This is an optimization exercise on Yosys and OpenROAD, whose aim is small area, a short achievable clock period and few clock cycles per item, not a production implementation. RTL that was checked went through simulation tests only; none was proved equivalent to the original. Function not checked in run 2: the RTL went through the layout flow alone.

==> flow/design.v, too long to show whole: its modules and the start of the top module <==
// module quad_disc_root: 1228 lines
module quad_disc_root #(
   parameter int W_IN   = quad_pkg::W_IN_DEF,
   parameter int W_DISC = 2*W_IN + 2,
   parameter int W_ROOT = W_IN + 1
) (
   input  logic                     CLK,
   input  logic                     RST,
   input  logic                     START,
   input  logic signed [W_IN-1:0]   A,
   input  logic signed [W_IN-1:0]   B,
   input  logic signed [W_IN-1:0]   C,
   output logic                     BUSY,
   output logic                     DONE,
   output logic signed [W_DISC-1:0] DISC,
   output logic        [W_ROOT-1:0] SQRT,
   output logic                     EXACT,
   output logic        [1:0]        ST
);
  // ...
==> flow/run.sh <==
#!/bin/bash
# synth_recipe.tcl (not shown) runs the flow's synth.tcl, then flattens the netlist and writes it again
# the make line also repeats each setting of config.mk as NAME=value (left out here)
make -C /OpenROAD-flow-scripts/flow DESIGN_CONFIG=/design/flow/config.mk WORK_HOME=/design/flow/orfs CLKGATE_MAP_FILE= SYNTH_SCRIPT=/design/flow/synth_recipe.tcl finish
==> flow/config.mk <==
export PLATFORM = sky130hd
export DESIGN_NAME = quad_disc_root
export DESIGN_NICKNAME = quad_disc_root
export VERILOG_FILES = /design/flow/design.v
export SDC_FILE = /design/flow/constraint.sdc
export NUM_CORES = 4
export LEC_CHECK = 0
export ABC_AREA = 1
export CAP_MARGIN = 20
export CORE_MARGIN = 2
export CORE_UTILIZATION = 60
export CTS_CLUSTER_DIAMETER = 100
export CTS_CLUSTER_SIZE = 25
export SLEW_MARGIN = 20
==> flow/constraint.sdc <==
create_clock -name core_clock -period 13.5 [get_ports {CLK}]
set_input_delay 2.7000 -clock core_clock [delete_from_list [all_inputs] [get_ports {CLK}]]
set_output_delay 2.7000 -clock core_clock [all_outputs]
set_load 0.01 [all_outputs]
==> flow_summary.json, run 1 <==
{
  "status": "no timing/DRC/antenna violations",
  "place_area_um2": 35600,
  "final.setup.worst_slack_ns": 8.98,
  "path_max_fanout": 34,
  "final_area_um2": 36600,
  "ys_seq_elements": 650,
  "avgRoutedWirePerCell_um": 17.7,
  "pre_cts_slack_ns": 8.44,
  "synth_enable_flop_cells": 0,
  "min-delay-path-class": "register to register",
  "worst_setup_path_endpoint": "DISC[17]$_SDFFE_PP0P_",
  "synth_xor_area_share_pct": 11.3,
  "route.layer.met1.wl_mm": 32.1,
  "cell_variety_after_synth": 55,
  "utilization_pct": 65.2,
  "fillCellCount": 4740,
  "synth_seq_area_share_pct": 38.3,
  "die_w_um": 242,
  "route.vias.total": 25699,
  "cts_hold_buffers": 0,
  "mappedNetlistArea_um2": 34000,
  "tritoncts": "built",
  "reg2reg_from": "m8[15]$_DFF_P_",
  "floorplan.core_area_um2": 56200,
  "timing.max_cap.violations": 0,
  "crit_arrival_ns": 5.01,
  "final_period_minus_worst_setup_slack_ns": 4.52,
  "layout_common_cells": "dfxtp_1 (650), nand2_1 (645), inv_1 (549)",
  "cts.repair.resized": 0,
  "gp_routability_congestion": 0.910,
  "met2_wirelength_mm": 42.4,
  "grt.met2_usage_pct": 53.0,
  "drt_pass1_iterations": 6,
  "layout.cells.non_filler": 4718,
  "min_delay_path_depth": 0,
  "timing.critical_path.from_type": "primary input"
}
Testbench counts, summed over its fixed seeds: cycles 2,488, items 2,400.
==> inputs of run 2 (changes only) <==
--- a/flow/design.v
+++ b/flow/design.v
@@ -980,264 +980,252 @@
    assign y1 = {1'b0, ctc28, cts28, cts27, cts26, cts25, cts24, cts23, cts22, cts21, cts20, cts19, cts18, cts17, cts16, cts15, cts14, cts13, cts12, cts11, cts10, cts9, cts8, cts7, cts6, cts5, cts4, cts3, cts2, cts1, cts0, cths0, 1'b0, 1'b0};
    assign d1 = x1 + y1;
    logic [3:0] t2_0;
    logic [0:0] r2_0;
    logic [2:0] m2_0;
    assign t2_0 = {2'b00, d1[33:32]} - 4'd1;
    assign r2_0 = ~t2_0[3];
    assign m2_0 = t2_0[2:0];
+   logic [4:0] t2_1;
+   logic [1:0] r2_1;
+   logic [3:0] m2_1;
+   logic s2_1;
+   assign s2_1 = ~m2_0[2];
+   assign t2_1 = {m2_0, d1[31:30]} + {{2{s2_1}}, r2_0 ^ {1{s2_1}}, 2'b11};
+   assign r2_1 = {r2_0, ~t2_1[4]};
+   assign m2_1 = t2_1[3:0];
+   logic [5:0] t2_2;
+   logic [2:0] r2_2;
+   logic [4:0] m2_2;
+   logic s2_2;
+   assign s2_2 = ~m2_1[3];
+   assign t2_2 = {m2_1, d1[29:28]} + {{2{s2_2}}, r2_1 ^ {2{s2_2}}, 2'b11};
+   assign r2_2 = {r2_1, ~t2_2[5]};
+   assign m2_2 = t2_2[4:0];
    logic        v2;
    logic        z2;
    logic [33:0] d2;
-   logic [0:0] r2;
-   logic [2:0] m2;
+   logic [2:0] r2;
+   logic [4:0] m2;
    always_ff @(posedge CLK) begin
       v2 <= v1 & ~RST;
       z2 <= z1;
       d2 <= d1;
-      r2 <= r2_0;
-      m2 <= m2_0;
+      r2 <= r2_2;
+      m2 <= m2_2;
    end
-   logic [4:0] t3_0;
-   logic [1:0] r3_0;
-   logic [3:0] m3_0;
+   logic [6:0] t3_0;
+   logic [3:0] r3_0;
+   logic [5:0] m3_0;
    logic s3_0;
-   assign s3_0 = ~m2[2];
-   assign t3_0 = {m2, d2[31:30]} + {{2{s3_0}}, r2 ^ {1{s3_0}}, 2'b11};
-   assign r3_0 = {r2, ~t3_0[4]};
-   assign m3_0 = t3_0[3:0];
-   logic [5:0] t3_1;
-   logic [2:0] r3_1;
-   logic [4:0] m3_1;
+   assign s3_0 = ~m2[4];
+   assign t3_0 = {m2, d2[27:26]} + {{2{s3_0}}, r2 ^ {3{s3_0}}, 2'b11};
+   assign r3_0 = {r2, ~t3_0[6]};
+   assign m3_0 = t3_0[5:0];
+   logic [7:0] t3_1;
+   logic [4:0] r3_1;
+   logic [6:0] m3_1;
    logic s3_1;
-   assign s3_1 = ~m3_0[3];
-   assign t3_1 = {m3_0, d2[29:28]} + {{2{s3_1}}, r3_0 ^ {2{s3_1}}, 2'b11};
-   assign r3_1 = {r3_0, ~t3_1[5]};
-   assign m3_1 = t3_1[4:0];
-   logic [6:0] t3_2;
-   logic [3:0] r3_2;
-   logic [5:0] m3_2;
-   logic s3_2;
-   assign s3_2 = ~m3_1[4];
-   assign t3_2 = {m3_1, d2[27:26]} + {{2{s3_2}}, r3_1 ^ {3{s3_2}}, 2'b11};
-   assign r3_2 = {r3_1, ~t3_2[6]};
-   assign m3_2 = t3_2[5:0];
+   assign s3_1 = ~m3_0[5];
+   assign t3_1 = {m3_0, d2[25:24]} + {{2{s3_1}}, r3_0 ^ {4{s3_1}}, 2'b11};
+   assign r3_1 = {r3_0, ~t3_1[7]};
+   assign m3_1 = t3_1[6:0];
    logic [1:0] c3_n;
    always_comb begin
       if (z2)               c3_n = quad_pkg::ST_DEGEN;
       else if (d2[33])      c3_n = quad_pkg::ST_NONE;
       else if (d2 == 34'd0) c3_n = quad_pkg::ST_DOUBLE;
       else                     c3_n = quad_pkg::ST_TWO;
    end
    logic        v3;
    logic [1:0]  c3;
    logic [33:0] d3;
-   logic [3:0] r3;
-   logic [5:0] m3;
+   logic [4:0] r3;
+   logic [6:0] m3;
    always_ff @(posedge CLK) begin
       v3 <= v2 & ~RST;
       c3 <= c3_n;
       d3 <= d2;
-      r3 <= r3_2;
-      m3 <= m3_2;
+      r3 <= r3_1;
+      m3 <= m3_1;
    end
-   logic [7:0] t4_0;
-   logic [4:0] r4_0;
-   logic [6:0] m4_0;
+   logic [8:0] t4_0;
+   logic [5:0] r4_0;
+   logic [7:0] m4_0;
    logic s4_0;
-   assign s4_0 = ~m3[5];
-   assign t4_0 = {m3, d3[25:24]} + {{2{s4_0}}, r3 ^ {4{s4_0}}, 2'b11};
-   assign r4_0 = {r3, ~t4_0[7]};
-   assign m4_0 = t4_0[6:0];
-   logic [8:0] t4_1;
-   logic [5:0] r4_1;
-   logic [7:0] m4_1;
+   assign s4_0 = ~m3[6];
+   assign t4_0 = {m3, d3[23:22]} + {{2{s4_0}}, r3 ^ {5{s4_0}}, 2'b11};
+   assign r4_0 = {r3, ~t4_0[8]};
+   assign m4_0 = t4_0[7:0];
+   logic [9:0] t4_1;
+   logic [6:0] r4_1;
+   logic [8:0] m4_1;
    logic s4_1;
-   assign s4_1 = ~m4_0[6];
-   assign t4_1 = {m4_0, d3[23:22]} + {{2{s4_1}}, r4_0 ^ {5{s4_1}}, 2'b11};
-   assign r4_1 = {r4_0, ~t4_1[8]};
-   assign m4_1 = t4_1[7:0];
+   assign s4_1 = ~m4_0[7];
+   assign t4_1 = {m4_0, d3[21:20]} + {{2{s4_1}}, r4_0 ^ {6{s4_1}}, 2'b11};
+   assign r4_1 = {r4_0, ~t4_1[9]};
+   assign m4_1 = t4_1[8:0];
    logic        v4;
    logic [1:0]  c4;
    logic [33:0] d4;
-   logic [5:0] r4;
-   logic [7:0] m4;
+   logic [6:0] r4;
+   logic [8:0] m4;
    always_ff @(posedge CLK) begin
       v4 <= v3 & ~RST;
       c4 <= c3;
       d4 <= d3;
       r4 <= r4_1;
       m4 <= m4_1;
    end
-   logic [9:0] t5_0;
-   logic [6:0] r5_0;
-   logic [8:0] m5_0;
+   logic [10:0] t5_0;
+   logic [7:0] r5_0;
+   logic [9:0] m5_0;
    logic s5_0;
-   assign s5_0 = ~m4[7];
-   assign t5_0 = {m4, d4[21:20]} + {{2{s5_0}}, r4 ^ {6{s5_0}}, 2'b11};
-   assign r5_0 = {r4, ~t5_0[9]};
-   assign m5_0 = t5_0[8:0];
-   logic [10:0] t5_1;
-   logic [7:0] r5_1;
-   logic [9:0] m5_1;
+   assign s5_0 = ~m4[8];
+   assign t5_0 = {m4, d4[19:18]} + {{2{s5_0}}, r4 ^ {7{s5_0}}, 2'b11};
+   assign r5_0 = {r4, ~t5_0[10]};
+   assign m5_0 = t5_0[9:0];
+   logic [11:0] t5_1;
+   logic [8:0] r5_1;
+   logic [10:0] m5_1;
    logic s5_1;
-   assign s5_1 = ~m5_0[8];
-   assign t5_1 = {m5_0, d4[19:18]} + {{2{s5_1}}, r5_0 ^ {7{s5_1}}, 2'b11};
-   assign r5_1 = {r5_0, ~t5_1[10]};
-   assign m5_1 = t5_1[9:0];
+   assign s5_1 = ~m5_0[9];
+   assign t5_1 = {m5_0, d4[17:16]} + {{2{s5_1}}, r5_0 ^ {8{s5_1}}, 2'b11};
+   assign r5_1 = {r5_0, ~t5_1[11]};
+   assign m5_1 = t5_1[10:0];
    logic        v5;
    logic [1:0]  c5;
    logic [33:0] d5;
-   logic [7:0] r5;
-   logic [9:0] m5;
+   logic [8:0] r5;
+   logic [10:0] m5;
    always_ff @(posedge CLK) begin
       v5 <= v4 & ~RST;
       c5 <= c4;
       d5 <= d4;
       r5 <= r5_1;
       m5 <= m5_1;
    end
-   logic [11:0] t6_0;
-   logic [8:0] r6_0;
-   logic [10:0] m6_0;
+   logic [12:0] t6_0;
+   logic [9:0] r6_0;
+   logic [11:0] m6_0;
    logic s6_0;
-   assign s6_0 = ~m5[9];
-   assign t6_0 = {m5, d5[17:16]} + {{2{s6_0}}, r5 ^ {8{s6_0}}, 2'b11};
-   assign r6_0 = {r5, ~t6_0[11]};
-   assign m6_0 = t6_0[10:0];
-   logic [12:0] t6_1;
-   logic [9:0] r6_1;
-   logic [11:0] m6_1;
+   assign s6_0 = ~m5[10];
+   assign t6_0 = {m5, d5[15:14]} + {{2{s6_0}}, r5 ^ {9{s6_0}}, 2'b11};
+   assign r6_0 = {r5, ~t6_0[12]};
+   assign m6_0 = t6_0[11:0];
+   logic [13:0] t6_1;
+   logic [10:0] r6_1;
+   logic [12:0] m6_1;
    logic s6_1;
-   assign s6_1 = ~m6_0[10];
-   assign t6_1 = {m6_0, d5[15:14]} + {{2{s6_1}}, r6_0 ^ {9{s6_1}}, 2'b11};
-   assign r6_1 = {r6_0, ~t6_1[12]};
-   assign m6_1 = t6_1[11:0];
+   assign s6_1 = ~m6_0[11];
+   assign t6_1 = {m6_0, d5[13:12]} + {{2{s6_1}}, r6_0 ^ {10{s6_1}}, 2'b11};
+   assign r6_1 = {r6_0, ~t6_1[13]};
+   assign m6_1 = t6_1[12:0];
    logic        v6;
    logic [1:0]  c6;
    logic [33:0] d6;
-   logic [9:0] r6;
-   logic [11:0] m6;
+   logic [10:0] r6;
+   logic [12:0] m6;
    always_ff @(posedge CLK) begin
       v6 <= v5 & ~RST;
       c6 <= c5;
       d6 <= d5;
       r6 <= r6_1;
       m6 <= m6_1;
    end
-   logic [13:0] t7_0;
-   logic [10:0] r7_0;
-   logic [12:0] m7_0;
+   logic [14:0] t7_0;
+   logic [11:0] r7_0;
+   logic [13:0] m7_0;
    logic s7_0;
-   assign s7_0 = ~m6[11];
-   assign t7_0 = {m6, d6[13:12]} + {{2{s7_0}}, r6 ^ {10{s7_0}}, 2'b11};
-   assign r7_0 = {r6, ~t7_0[13]};
-   assign m7_0 = t7_0[12:0];
-   logic [14:0] t7_1;
-   logic [11:0] r7_1;
-   logic [13:0] m7_1;
+   assign s7_0 = ~m6[12];
+   assign t7_0 = {m6, d6[11:10]} + {{2{s7_0}}, r6 ^ {11{s7_0}}, 2'b11};
+   assign r7_0 = {r6, ~t7_0[14]};
+   assign m7_0 = t7_0[13:0];
+   logic [15:0] t7_1;
+   logic [12:0] r7_1;
+   logic [14:0] m7_1;
    logic s7_1;
-   assign s7_1 = ~m7_0[12];
-   assign t7_1 = {m7_0, d6[11:10]} + {{2{s7_1}}, r7_0 ^ {11{s7_1}}, 2'b11};
-   assign r7_1 = {r7_0, ~t7_1[14]};
-   assign m7_1 = t7_1[13:0];
+   assign s7_1 = ~m7_0[13];
+   assign t7_1 = {m7_0, d6[9:8]} + {{2{s7_1}}, r7_0 ^ {12{s7_1}}, 2'b11};
+   assign r7_1 = {r7_0, ~t7_1[15]};
+   assign m7_1 = t7_1[14:0];
    logic        v7;
    logic [1:0]  c7;
    logic [33:0] d7;
-   logic [11:0] r7;
-   logic [13:0] m7;
+   logic [12:0] r7;
+   logic [14:0] m7;
    always_ff @(posedge CLK) begin
       v7 <= v6 & ~RST;
       c7 <= c6;
       d7 <= d6;
       r7 <= r7_1;
       m7 <= m7_1;
    end
-   logic [15:0] t8_0;
-   logic [12:0] r8_0;
-   logic [14:0] m8_0;
+   logic [16:0] t8_0;
+   logic [13:0] r8_0;
+   logic [15:0] m8_0;
    logic s8_0;
-   assign s8_0 = ~m7[13];
-   assign t8_0 = {m7, d7[9:8]} + {{2{s8_0}}, r7 ^ {12{s8_0}}, 2'b11};
-   assign r8_0 = {r7, ~t8_0[15]};
-   assign m8_0 = t8_0[14:0];
-   logic [16:0] t8_1;
-   logic [13:0] r8_1;
-   logic [15:0] m8_1;
+   assign s8_0 = ~m7[14];
+   assign t8_0 = {m7, d7[7:6]} + {{2{s8_0}}, r7 ^ {13{s8_0}}, 2'b11};
+   assign r8_0 = {r7, ~t8_0[16]};
+   assign m8_0 = t8_0[15:0];
+   logic [17:0] t8_1;
+   logic [14:0] r8_1;
+   logic [16:0] m8_1;
    logic s8_1;
-   assign s8_1 = ~m8_0[14];
-   assign t8_1 = {m8_0, d7[7:6]} + {{2{s8_1}}, r8_0 ^ {13{s8_1}}, 2'b11};
-   assign r8_1 = {r8_0, ~t8_1[16]};
-   assign m8_1 = t8_1[15:0];
+   assign s8_1 = ~m8_0[15];
+   assign t8_1 = {m8_0, d7[5:4]} + {{2{s8_1}}, r8_0 ^ {14{s8_1}}, 2'b11};
+   assign r8_1 = {r8_0, ~t8_1[17]};
+   assign m8_1 = t8_1[16:0];
    logic        v8;
    logic [1:0]  c8;
    logic [33:0] d8;
-   logic [13:0] r8;
-   logic [15:0] m8;
+   logic [14:0] r8;
+   logic [16:0] m8;
    always_ff @(posedge CLK) begin
       v8 <= v7 & ~RST;
       c8 <= c7;
       d8 <= d7;
       r8 <= r8_1;
       m8 <= m8_1;
    end
-   logic [17:0] t9_0;
-   logic [14:0] r9_0;
-   logic [16:0] m9_0;
+   logic [18:0] t9_0;
+   logic [15:0] r9_0;
+   logic [17:0] m9_0;
    logic s9_0;
-   assign s9_0 = ~m8[15];
-   assign t9_0 = {m8, d8[5:4]} + {{2{s9_0}}, r8 ^ {14{s9_0}}, 2'b11};
-   assign r9_0 = {r8, ~t9_0[17]};
-   assign m9_0 = t9_0[16:0];
-   logic [18:0] t9_1;
-   logic [15:0] r9_1;
-   logic [17:0] m9_1;
+   assign s9_0 = ~m8[16];
+   assign t9_0 = {m8, d8[3:2]} + {{2{s9_0}}, r8 ^ {15{s9_0}}, 2'b11};
+   assign r9_0 = {r8, ~t9_0[18]};
+   assign m9_0 = t9_0[17:0];
+   logic [19:0] t9_1;
+   logic [16:0] r9_1;
+   logic [18:0] m9_1;
    logic s9_1;
-   assign s9_1 = ~m9_0[16];
-   assign t9_1 = {m9_0, d8[3:2]} + {{2{s9_1}}, r9_0 ^ {15{s9_1}}, 2'b11};
-   assign r9_1 = {r9_0, ~t9_1[18]};
-   assign m9_1 = t9_1[17:0];
-   logic        v9;
-   logic [1:0]  c9;
-   logic [33:0] d9;
-   logic [15:0] r9;
-   logic [17:0] m9;
-   always_ff @(posedge CLK) begin
-      v9 <= v8 & ~RST;
-      c9 <= c8;
-      d9 <= d8;
-      r9 <= r9_1;
-      m9 <= m9_1;
-   end
-   logic [19:0] t10_0;
-   logic [16:0] r10_0;
-   logic [18:0] m10_0;
-   logic s10_0;
-   assign s10_0 = ~m9[17];
-   logic e10_0;
-   logic [19:0] xe10_0;
-   assign xe10_0 = {m9, d9[1:0]};
-   assign e10_0 = s10_0 ? ((xe10_0 == {2'b00, r9, 2'b01}) || (xe10_0 == 20'd0))
-                        : ((xe10_0 == ({2'b11, ~r9, 2'b01})) || (xe10_0 == ({1'b1, ~r9, 3'b100})));
-   assign t10_0 = {m9, d9[1:0]} + {{2{s10_0}}, r9 ^ {16{s10_0}}, 2'b11};
-   assign r10_0 = {r9, ~t10_0[19]};
-   assign m10_0 = t10_0[18:0];
+   assign s9_1 = ~m9_0[17];
+   logic e9_1;
+   logic [19:0] xe9_1;
+   assign xe9_1 = {m9_0, d8[1:0]};
+   assign e9_1 = s9_1 ? ((xe9_1 == {2'b00, r9_0, 2'b01}) || (xe9_1 == 20'd0))
+                        : ((xe9_1 == ({2'b11, ~r9_0, 2'b01})) || (xe9_1 == ({1'b1, ~r9_0, 3'b100})));
+   assign t9_1 = {m9_0, d8[1:0]} + {{2{s9_1}}, r9_0 ^ {16{s9_1}}, 2'b11};
+   assign r9_1 = {r9_0, ~t9_1[19]};
+   assign m9_1 = t9_1[18:0];
    always_ff @(posedge CLK) begin
       if (RST) begin
          DONE  <= 1'b0;
          DISC  <= '0;
          SQRT  <= '0;
          EXACT <= 1'b0;
          ST    <= quad_pkg::ST_NONE;
       end else begin
-         DONE <= v9;
-         if (v9) begin
-            DISC  <= d9;
-            SQRT  <= (c9 == quad_pkg::ST_TWO) ? r10_0 : 17'd0;
-            EXACT <= (c9 == quad_pkg::ST_DOUBLE) ||
-                     (c9 == quad_pkg::ST_TWO && e10_0);
-            ST    <= c9;
+         DONE <= v8;
+         if (v8) begin
+            DISC  <= d8;
+            SQRT  <= (c8 == quad_pkg::ST_TWO) ? r9_1 : 17'd0;
+            EXACT <= (c8 == quad_pkg::ST_DOUBLE) ||
+                     (c8 == quad_pkg::ST_TWO && e9_1);
+            ST    <= c8;
          end
       end
    end
    assign BUSY = 1'b0;
 endmodule
==> flow/flow/run.sh (new file) <==
#!/bin/bash
# Layout: the standard flow (standard.sh: ORFS synthesis through finish)
# with two changes: the buffers that ORFS puts on every input and output port
# are sky130_fd_sc_hd__buf_2 instead of the delay cell buffer_ports picks by
# default, and the timing repair after clock-tree synthesis and global routing
# aims for a setup slack margin, so it sizes the critical paths.
set -o pipefail
export BUFFER_PORTS_ARGS="-buffer_cell sky130_fd_sc_hd__buf_2"
export SETUP_SLACK_MARGIN=9.8
bash standard.sh > standard.log 2>&1
==> flow/standard.sh (new file) <==
#!/bin/bash
# synth_recipe.tcl (not shown) runs the flow's synth.tcl, then flattens the netlist and writes it again
# the make line also repeats each setting of config.mk as NAME=value (left out here)
make -C /OpenROAD-flow-scripts/flow DESIGN_CONFIG=/design/flow/config.mk WORK_HOME=/design/flow/orfs CLKGATE_MAP_FILE= SYNTH_SCRIPT=/design/flow/synth_recipe.tcl "${@:-finish}"
removed: flow/run.sh
==> run 2 against run 1 <==
Still clean on timing, DRC and antenna. Critical path depth decreased by 3. Critical endpoint is now DISC[0]. Wire length decreased by 0.50%. Non-clock buffer count is 159 higher. Worst hold slack better by 0.014 ns. Die area is 4.0% lower.
==> flow_summary.json, run 2 <==
{
  "critical_path.reg2reg.endpoint": "m8[13]$_DFF_P_",
  "first_iter_violations": 1766,
  "reg2reg_from": "m7[14]$_DFF_P_",
  "avgRoutedWirePerCell_um": 17.9,
  "synthesis.area_per_instance_um2": 8.72,
  "grt_pass1_vias": 25156,
  "ant_nets": 0,
  "die_height_um": 237,
  "synth_commonest_cells": "inv_1 (600), dfxtp_1 (596), nand2_1 (520)",
  "final-hold-violation-count": 0,
  "path_max_fanout": 2,
  "worst_path_max_delay_cell": "dfxtp_2",
  "finalClockSkew_ns": 0.0229,
  "timing.critical_path.depth": 1,
  "critical-path-max-stage-delay_ns": 0.37,
  "fin_nets": 4397,
  "placed_cells": 4452,
  "clock-sinks": 596,
  "gp_routability_congestion": 0.943,
  "synthDominantAreaCellType": "dfxtp_1",
  "layout_cells_sized_above_1_pct": 17.8,
  "grt_remaining_overflow": 0,
  "min-delay-path-class": "register to register",
  "remaining_drc_errors": 0,
  "cts.path.max_buffers": 3,
  "synth_most_common_cell": "inv_1",
  "initial_core_util_pct": 60.6,
  "finalSetupViolCount": 0,
  "grt_setup_unrepaired": "yes",
  "cts_buffers": 30,
  "synthTopCellsByArea": "dfxtp_1 (37%), fa_1 (11%), ha_1 (8.6%)",
  "synth_enable_flop_cells": 0,
  "synth_top_area_share_pct": 36.6,
  "die_w_um": 237,
  "synth-main-ff-cell": "dfxtp_1",
  "layout_common_cells": "inv_1 (579), nand2_1 (501), dfxtp_1 (497)",
  "worst_pin_slew_ns": 1.06,
  "wl_met3_mm": 4.14,
  "final_period_minus_worst_setup_slack_ns": 3.80,
  "cell_variety_after_synth": 55,
  "totalNegativeSetupSlack_ns": 0,
  "floorplan.core_area_um2": 53800,
  "route.layer.met1.wl_mm": 33.9,
  "yosys_warnings": 1,
  "tritoncts": "built",
  "endpoint_kind": "output port",
  "detail_route.vias_per_cell": 5.43,
  "h-tree-depth": 1,
  "achievable-frequency_mhz": 263,
  "topRoutingLayerUsed": "met4",
  "global_route.usage.total_pct": 28.8,
  "ys_seq_elements": 596,
  "hpwl_mm": 62.3,
  "fillCellCount": 4282,
  "grt_first_pass_wirelength_mm": 129,
  "worst-endpoint-required_ns": 10.80,
  "async_flop_share_pct": 0,
  "std_cell_rows": 85,
  "timing.reg2reg.setup_slack_ns": 9.83,
  "final.period_utilization_pct": 28.1,
  "critical_path_cell_by_cell": "buf_6",
  "io_buffer_count": 104,
  "clock_tree.root_cell": "clkbuf_16",
  "synth_seq_area_share_pct": 36.6,
  "worst_setup_path_endpoint": "DISC[0]",
  "finalMaxSlewViolations": 0,
  "status": "no timing/DRC/antenna violations",
  "antenna-diode-count": 0,
  "layout.cells.non_filler": 4647,
  "worstSetupPathType": "register to output port",
  "clock_insertion_delay_worst_skew_ns": 0.63,
  "path_buf_inv": 1,
  "cts_hold_buffers": 0,
  "min_delay_path_depth": 0,
  "crit_arrival_ns": 1.10,
  "slew-limit-headroom_pct": 29.1,
  "final_common_cell": "inv_1",
  "pre_cts_slack_ns": 8.88,
  "timing.critical_path.from": "DISC[0]$_SDFFE_PP0P_",
  "antenna_found_initial": 0,
  "timing.critical_path.max_delay_family": "flip-flops",
  "maximum_number_of_pins_on_one_net_before_global_route_repair": 51,
  "timing.critical_path.from_type": "register",
  "area.growth.synth_to_final_pct": 15.0,
  "reg2reg_depth": 22,
  "fp.dieArea_um2": 56200,
  "final.setup.worst_slack_ns": 9.70,
  "clk_pin_slew_ns": 0.10,
  "timing.max_cap.violations": 0,
  "finalWirelength_mm": 83.2,
  "design.portCount": 107,
  "synth_cells": 3739,
  "mappedNetlistArea_um2": 32600,
  "route.vias.total": 25238,
  "met2_wirelength_mm": 41.6,
  "drt_pass1_iterations": 9
}
[run 2: cells by family after synthesis]
logic type	synth area share, %
AND/OR/NAND/NOR	13.1
buffers and inverters	8.47
flip-flops	36.6
AO/OA/AOI/OAI	10.1
XOR/XNOR	12.3
adder cells (fa/ha/maj)	19.4
multiplexers	0.0691
other	0.0115
[run 2: worst min-delay path by stage]
stage,slack [ns],startpoint,end
floorplan,0.31,c3[0]$_SDFF_PP1_,c4[0]$_DFF_P_
global placement,0.31,d3[6]$_DFF_P_,d4[6]$_DFF_P_
detailed placement,0.31,d3[8]$_DFF_P_,d4[8]$_DFF_P_
CTS,0.33,d5[8]$_DFF_P_,d6[8]$_DFF_P_
global route,0.33,d4[23]$_DFF_P_,d5[23]$_DFF_P_
finish,0.33,d5[8]$_DFF_P_,d6[8]$_DFF_P_
[run 2: final cells by class]
| cell class | instances | area (µm²) | share of cell area (%) |
|---|---|---|---|
| clock buffer | 32 | 790 | 2.11 |
| sequential | 596 | 12100 | 32.2 |
| clock inverter | 5 | 87.6 | 0.234 |
| tap | 696 | 871 | 2.32 |
| inverter | 629 | 2470 | 6.58 |
| multi-input combinational | 2420 | 19000 | 50.6 |
| timing repair buffer | 269 | 2200 | 5.88 |
[run 2: routing by layer]
layer | vias to the layer above | global-route usage (%)
met5 | - | 0
met4 | 0 | 10.7
met3 | 213 | 2.74
met2 | 771 | 51.7
met1 | 12005 | 35.8
li1 | 12249 | -
[run 2: per-stage QoR]
stage	hold WS, ns	util [%]	area [µm²]
2_1_floorplan	0.310	-	32600
3_3_place_gp	0.310	62.5	33700
3_5_place_dp	0.312	62.5	33700
4_1_cts	0.330	66.1	35600
5_1_grt	0.333	69.7	37500
6_report	0.330	69.7	37500
[run 2: what timing repair did]
| action | CTS | global route |
|---|---|---|
| setup endpoints to repair | 113 | 99 |
| cloned | 0 | 1 |
| hold endpoints to repair | 0 | 0 |
| pin swaps | 13 | 115 |
| buffers inserted | 48 | 109 |
| resized for setup | 199 | 258 |

## re-timing with driven ports
The results above use ideal ports. As a check the final layouts listed here were re-extracted and re-timed, cells and wires unchanged.
Step 1 (the two cells are an assumption about what drives the block):
set clk [get_ports {CLK}]
set_driving_cell -lib_cell sky130_fd_sc_hd__clkbuf_16 $clk
set_driving_cell -lib_cell sky130_fd_sc_hd__buf_2 [delete_from_list [all_inputs] $clk]
Step 2 adds t to the input delays and takes it off the output delays; t is the mean of the earliest and latest rising clock arrival at the registers after step 1. Input paths then give back, and output paths get back, about the clock's delay inside the block.
Three values: ideal ports, drivers, drivers and shift; two values: the first two.
run | t, ns | setup WS [ns] | slew at the worst register clock pin (ns)
run 1 | 0.631 | 8.982 / 9.017 / 8.386 | 0.10 / 0.10
run 2 | 0.673 | 9.702 / 9.640 / 9.582 | 0.10 / 0.10
After both steps every run listed still meets setup and hold. For run 1, which loses most, drivers alone change the setup slack by +0.035 ns; drivers and shift together by -0.596 ns.
